This is an optimization exercise on Yosys and OpenROAD, whose aim is small area, not a production implementation. At most, simulation tests tie the RTL to the original design; equivalence was not proved. Power and IR drop assume default switching activity.

==> job 1391: inputs <==
// imgproc_top
module imgproc_top
#(
	parameter int IMAGE_W = 640,
	parameter int RUN_LEN = 5
) (
	input  logic         clk,
	input  logic         reset_n,
	input  logic [23:0]  sink_data_i,
	input  logic         sink_sop_i,
	input  logic         sink_eop_i,
	input  logic         sink_valid_i,
	output logic         sink_ready_o,
	output logic [23:0]  source_data_o,
	output logic         source_sop_o,
	output logic         source_eop_o,
	output logic         source_valid_o,
	input  logic         source_ready_i,
	input  logic         apb_psel_i,
	input  logic         apb_penable_i,
	input  logic         apb_pwrite_i,
	input  logic [7:0]   apb_paddr_i,
	input  logic [31:0]  apb_pwdata_i,
	output logic [31:0]  apb_prdata_o,
	output logic         apb_pready_o,
	output logic         apb_pslverr_o
);
	logic [25:0] sink_beat_i, source_beat_o;   
	logic [25:0] in_beat, mix_beat;
	logic        in_valid, out_ready, fire;
	logic [9:0]  pixel_x;
	logic        is_video, frame_done, overlay_en;
	logic [1:0]  colour;
	logic [62:0] boxes;     
	logic [71:0] box_col;   
	assign sink_beat_i   = {sink_data_i, sink_sop_i, sink_eop_i};
	assign source_data_o = source_beat_o[25:2];
	assign source_sop_o  = source_beat_o[1];
	assign source_eop_o  = source_beat_o[0];
	assign fire = in_valid & out_ready;   
	stream_reg in_stage (
  ...
clock: 5.0 ns
lec_check: 0
cap_margin: 20
core_margin: 2
core_utilization: 60
gpl_timing_driven: 0
slew_margin: 20
buffer_ports_args: -buffer_cell sky130_fd_sc_hd__buf_1
remove_abc_buffers: 1
cts_args: -sink_clustering_enable -repair_clock_nets -dont_use_dummy_load -buf_list {sky130_fd_sc_hd__clkbuf_8} -sink_clustering_size 16 -sink_clustering_max_diameter 50
standard.sh (not shown) runs the stock make flow with config.mk's settings and CLKGATE_MAP_FILE= SYNTH_SCRIPT=/design/flow/synth_recipe.tcl, a recipe that flattens the netlist after the stock synthesis.
==> flow/flow/run.sh <==
#!/bin/bash
# Own flow: the standard ORFS flow (standard.sh), with
#  - synthesis using an area-oriented ABC script (flow/abc_area.script) in
#    place of ORFS's speed script; everything else in synthesis unchanged,
#  - a few extra layout settings (flow/extra.mk) appended to config.mk.
# Each step's output goes to a log file of its own in this folder.
set -euo pipefail
cat flow/extra.mk >> config.mk
rm -rf scripts_area
cp -r "$FLOW_HOME/scripts" scripts_area
cp flow/abc_area.script scripts_area/abc_speed.script
SCRIPTS_DIR=$PWD/scripts_area bash standard.sh synth > synth_run.log 2>&1
bash standard.sh > layout_run.log 2>&1
==> flow/flow/abc_area.script <==
strash
dch -f
map -a
&get -n
&st
&dch -f
&nf -R 1000 -p
&st
&syn2
&dch -f
&nf -R 1000 -p
&st
&syn2
&dch -f
&nf -R 1000 -p
&put
topo
dnsize -c
==> flow/flow/extra.mk <==
export BUFFER_PORTS_ARGS = -buffer_cell sky130_fd_sc_hd__buf_1
export REMOVE_ABC_BUFFERS = 1
export CTS_ARGS = -sink_clustering_enable -repair_clock_nets -dont_use_dummy_load -buf_list {sky130_fd_sc_hd__clkbuf_8} -sink_clustering_size 16 -sink_clustering_max_diameter 50
==> job 2456: changes against job 1391 <==
--- a/flow/design.v
+++ b/flow/design.v
@@ -115,46 +115,41 @@
 `default_nettype none
 module colour_classifier #(
 	parameter int RUN_LEN = 5
 ) (
 	input  logic        clk,
-	input  logic        load_i,         
-	input  logic [23:0] sink_data_i,
 	input  logic        fire_i,
-	input  logic [25:0] beat_i,         
+	input  logic [25:0] beat_i,
 	output logic [1:0]  colour_o
 );
 	logic [7:0] r, g, b;
 	logic [8:0] d_rg, d_rb, d_gb;   
-	logic [1:0] raw_in, raw;   
+	logic [1:0] raw;
 	logic [1:0] prev;      
 	logic [2:0] run;       
 	logic       same;
 	logic       is_red, is_green, is_blue;
-	assign r = sink_data_i[23:16];
-	assign g = sink_data_i[15:8];
-	assign b = sink_data_i[7:0];
+	assign r = beat_i[25:18];
+	assign g = beat_i[17:10];
+	assign b = beat_i[9:2];
 	assign d_rg = video_pkg::diff8(r, g);
 	assign d_rb = video_pkg::diff8(r, b);
 	assign d_gb = video_pkg::diff8(g, b);
 	assign is_red   = video_pkg::ge9c(d_rg, 9'd287) & video_pkg::ge9c(d_rb, 9'd287);
 	assign is_green = video_pkg::ge9c(d_gb, 9'd267) & ~video_pkg::ge9c(d_rg, 9'd226);
 	assign is_blue  = ~video_pkg::ge9c(d_gb, 9'd276) & ~d_rb[8];
 	always_comb begin
 		if (is_red) begin
-			raw_in = video_pkg::RED;
+			raw = video_pkg::RED;
 		end else if (is_green) begin
-			raw_in = video_pkg::GREEN;
+			raw = video_pkg::GREEN;
 		end else if (is_blue) begin
-			raw_in = video_pkg::BLUE;
+			raw = video_pkg::BLUE;
 		end else begin
-			raw_in = video_pkg::NONE;
+			raw = video_pkg::NONE;
 		end
 	end
-	always_ff @(posedge clk) begin
-		if (load_i) raw <= raw_in;
-	end
 	assign same     = (prev == raw);
 	assign colour_o = (same && run[2]) ? raw : video_pkg::NONE;
 	always_ff @(posedge clk) begin
 		if (fire_i) begin
 			if (beat_i[1]) begin
@@ -242,26 +237,25 @@
 	logic [23:0] pix;
 	logic [23:0] new_pix;
 	logic [7:0]  grey;
 	logic [20:0] bx;
 	assign pix  = beat_i[25:2];
-	logic [6:0] cs_s, cs_c;
-	logic       cy;
+	logic [6:0] rb;
+	logic       c1, c2;
 	always_comb begin
-		for (int i = 0; i < 7; i++) begin
-			cs_s[i] = (i < 6 ? pix[18 + i] : 1'b0) ^ (i < 6 ? pix[2 + i] : 1'b0) ^ pix[9 + i];
-			cs_c[i] = ((i < 6 ? pix[18 + i] : 1'b0) & (i < 6 ? pix[2 + i] : 1'b0))
-			        | ((i < 6 ? pix[18 + i] : 1'b0) & pix[9 + i])
-			        | ((i < 6 ? pix[2 + i] : 1'b0) & pix[9 + i]);
+		c1 = 1'b0;
+		for (int i = 0; i < 6; i++) begin
+			rb[i] = pix[18 + i] ^ pix[2 + i] ^ c1;
+			c1    = (pix[18 + i] & pix[2 + i]) | (pix[18 + i] & c1) | (pix[2 + i] & c1);
 		end
-		grey[0] = cs_s[0];
-		cy = 1'b0;
-		for (int i = 1; i < 7; i++) begin
-			grey[i] = cs_s[i] ^ cs_c[i-1] ^ cy;
-			cy      = (cs_s[i] & cs_c[i-1]) | (cs_s[i] & cy) | (cs_c[i-1] & cy);
+		rb[6] = c1;
+		c2 = 1'b0;
+		for (int i = 0; i < 7; i++) begin
+			grey[i] = rb[i] ^ pix[9 + i] ^ c2;
+			c2      = (rb[i] & pix[9 + i]) | (rb[i] & c2) | (pix[9 + i] & c2);
 		end
-		grey[7] = cs_c[6] ^ cy;
+		grey[7] = c2;
 	end
 	logic [2:0]  on_box;    
 	logic [2:0]  sel;       
 	logic [23:0] col, hl;
 	always_comb begin
@@ -406,12 +400,11 @@
 	frame_tracker #(.IMAGE_W(IMAGE_W)) i_frame_tracker (
 		.clk, .reset_n, .fire_i(fire), .beat_i(in_beat),
 		.pixel_x_o(pixel_x), .is_video_o(is_video)
 	);
 	colour_classifier #(.RUN_LEN(RUN_LEN)) i_colour_classifier (
-		.clk, .load_i(sink_ready_o), .sink_data_i, .fire_i(fire), .beat_i(in_beat),
-		.colour_o(colour)
+		.clk, .fire_i(fire), .beat_i(in_beat), .colour_o(colour)
 	);
 	box_tracker #(.IMAGE_W(IMAGE_W)) i_box_tracker (
 		.clk, .reset_n, .fire_i(fire), .beat_i(in_beat),
 		.pixel_x_i(pixel_x), .is_video_i(is_video), .colour_i(colour),
 		.boxes_o(boxes), .frame_done_o(frame_done)
==> flow/run.sh (new file) <==
#!/bin/bash
# synth_recipe.tcl (not shown) runs the flow's synth.tcl, then flattens the netlist and writes it again
# the make line also repeats each setting of config.mk as NAME=value (left out here)
make -C /OpenROAD-flow-scripts/flow DESIGN_CONFIG=/design/flow/config.mk WORK_HOME=/design/flow/orfs CLKGATE_MAP_FILE= SYNTH_SCRIPT=/design/flow/synth_recipe.tcl finish
==> flow/config.mk (replaced) <==
export PLATFORM = sky130hd
export DESIGN_NAME = imgproc_top
export DESIGN_NICKNAME = imgproc_top
export VERILOG_FILES = /design/flow/design.v
export SDC_FILE = /design/flow/constraint.sdc
export NUM_CORES = 4
export LEC_CHECK = 0
export CAP_MARGIN = 20
export CORE_MARGIN = 2
export CORE_UTILIZATION = 40
export SLEW_MARGIN = 20
removed: flow/flow/run.sh
removed: flow/flow/abc_area.script
removed: flow/flow/extra.mk
removed: flow/standard.sh
==> job 6347: changes against job 1391 <==
==> flow/flow/run.sh (replaced) <==
#!/bin/bash
# Own flow: the standard ORFS flow (standard.sh) with a few extra settings
# appended to the standard flow's config.mk. Each tool's output goes to its own log.
set -e
cp standard.sh standard_sh_copy.log
cp config.mk config_orig_mk.log
cat flow/extra.mk >> config.mk
bash standard.sh > standard_run.log 2>&1
==> flow/flow/extra.mk (replaced) <==
export BUFFER_PORTS_ARGS = -buffer_cell sky130_fd_sc_hd__buf_1
export CTS_BUF_LIST = sky130_fd_sc_hd__clkbuf_4 sky130_fd_sc_hd__clkbuf_8
export REMOVE_ABC_BUFFERS = 1
export RECOVER_POWER = 100
==> flow/config.mk (replaced) <==
export PLATFORM = sky130hd
export DESIGN_NAME = imgproc_top
export DESIGN_NICKNAME = imgproc_top
export VERILOG_FILES = /design/flow/design.v
export SDC_FILE = /design/flow/constraint.sdc
export NUM_CORES = 4
export LEC_CHECK = 0
export CAP_MARGIN = 20
export CORE_MARGIN = 2
export CORE_UTILIZATION = 40
export SLEW_MARGIN = 20
export BUFFER_PORTS_ARGS = -buffer_cell sky130_fd_sc_hd__buf_1
export CTS_BUF_LIST = sky130_fd_sc_hd__clkbuf_4 sky130_fd_sc_hd__clkbuf_8
export REMOVE_ABC_BUFFERS = 1
export RECOVER_POWER = 100
removed: flow/flow/abc_area.script
==> job 7998: changes against job 1391 <==
==> flow/flow/abc_area.script (replaced) <==
strash
balance
rewrite
refactor
balance
rewrite
rewrite -z
balance
refactor -z
rewrite -z
balance
balance
rewrite
refactor
balance
rewrite
rewrite -z
balance
refactor -z
rewrite -z
balance
dch -f
amap
&get -n
&st
&dch -f
&nf -R 1000 -p
&st
&syn2
&dch -f
&nf -R 1000 -p
&put
topo
dnsize -c
--- a/flow/config.mk
+++ b/flow/config.mk
@@ -5,11 +5,10 @@
 export SDC_FILE = /design/flow/constraint.sdc
 export NUM_CORES = 4
 export LEC_CHECK = 0
 export CAP_MARGIN = 20
 export CORE_MARGIN = 2
-export CORE_UTILIZATION = 60
-export GPL_TIMING_DRIVEN = 0
+export CORE_UTILIZATION = 70
 export SLEW_MARGIN = 20
 export BUFFER_PORTS_ARGS = -buffer_cell sky130_fd_sc_hd__buf_1
 export REMOVE_ABC_BUFFERS = 1
 export CTS_ARGS = -sink_clustering_enable -repair_clock_nets -dont_use_dummy_load -buf_list {sky130_fd_sc_hd__clkbuf_8} -sink_clustering_size 16 -sink_clustering_max_diameter 50
==> run_results.csv <==
group,metric,value,unit
cells_and_area,nMultiInputCombCells,1175,
outcome,status,"complete, but fails checks",
worst_setup_path,r2r_start,"in_stage.data_o[18]$_DFFE_PP_",
yosys,ys_seq_area_share,43.7,%
outcome,violations,"negative setup slack",
min_path,hold_path_end,"i_apb_regs.box_col_o[9]$_SDFFE_PN0P_",
power,power_switching,1.47,mW
worst_setup_path,arrival,5.61,ns
timing,worst_slack,-0.320,ns
worst_setup_path,start_kind,"register",
routing,dr_wl_met3,3.55,mm
grt,grt_pass1_wl,77.6,mm
clock_network,htree_num_levels,2,
timing,setup_viol,137,
# the run above: job 2456

==> run_results.csv <==
group,metric,value,unit
outcome,status,"complete, but fails checks",
outcome,violations,"max-capacitance violations, max-slew violations",
yosys,ys_seq_area_share,44.7,%
flow_run,maxCapViolations,4,
timing,drv_slew,238,
timing,setup_viol,0,
routing,dr_wl_met3,3.37,mm
worst_setup_path,arrival,3.77,ns
grt,grt_pass1_wl,77.0,mm
timing,worst_slack,0.232,ns
# the run above: job 6347

==> run_results.csv <==
group,metric,value,unit
outcome,status,"timing/DRC/antenna clean",
worst_setup_path,arrival,4.98,ns
yosys,ys_seq_area_share,50.5,%
timing,setup_viol,0,
cells_and_area,nMultiInputCombCells,1044,
worst_setup_path,r2r-end,"i_box_tracker.run_max[25]$_DFFE_PP_",
clock_network,htree_num_levels,1,
routing,dr_wl_met3,4.76,mm
power,power_switching,1.13,mW
worst_setup_path,r2r_start,"i_frame_tracker.pixel_x_o[1]$_SDFFCE_PP0P_",
grt,grt_pass1_wl,65.2,mm
# the run above: job 7998

==> run_results.csv <==
group,metric,value,unit
outcome,status,"timing/DRC/antenna clean",
yosys,muxShareOfSynthArea,3.83,%
min_path,hold_path_end,"i_apb_regs.box_col_o[18]$_SDFFE_PN1P_",
grt,grt_pass1_wl,66.4,mm
worst_setup_path,arrival,5.08,ns
power,power_switching,1.15,mW
routing,dr_wl_met3,4.28,mm
worst_setup_path,start_kind,"register",
timing,worst_slack,0.225,ns
cells_and_area,nMultiInputCombCells,1077,
timing,setup_viol,0,
yosys,ys_seq_area_share,50.2,%
cells_and_area,regArea,7090,um2
# the run above: job 1391

For job 2456, only the layout was checked, not whether the RTL still works.

-- afterwards: timing with drivers on the ports --
The flow's constraints put no driver on any port. The routed layouts listed below were extracted and timed again, unchanged, in two steps.
Step 1 sets driving cells, clkbuf_16 on the clock port and buf_2 on the other inputs (assumed; they add their load-dependent delay and slew).
Step 2 also shifts input and output timing later by t, the mid clock arrival at the registers, as if the neighbouring blocks saw the same clock.
a / b / c = no drivers / after step 1 / after step 2; a / b = the first two.
run | t (ns) | setup slack, ns | worst hold slack (ns) | worst setup path after step 2
job 1391 | 0.629 | 0.225 / 0.225 / -0.312 | 0.496 / 0.496 / 0.496 | input to register
job 2456 | 0.571 | -0.320 / -0.320 / -0.320 | 0.493 / 0.493 / 0.493 | register to register
job 6347 | 0.638 | 0.232 / 0.151 / -0.284 | 0.478 / 0.478 / 0.478 | input to register
job 7998 | 0.635 | 0.290 / 0.290 / -0.133 | 0.485 / 0.485 / 0.485 | input to register
The setup slack of job 1391, which loses most, moves by 0.000 ns with the drivers and by -0.537 ns with both steps.
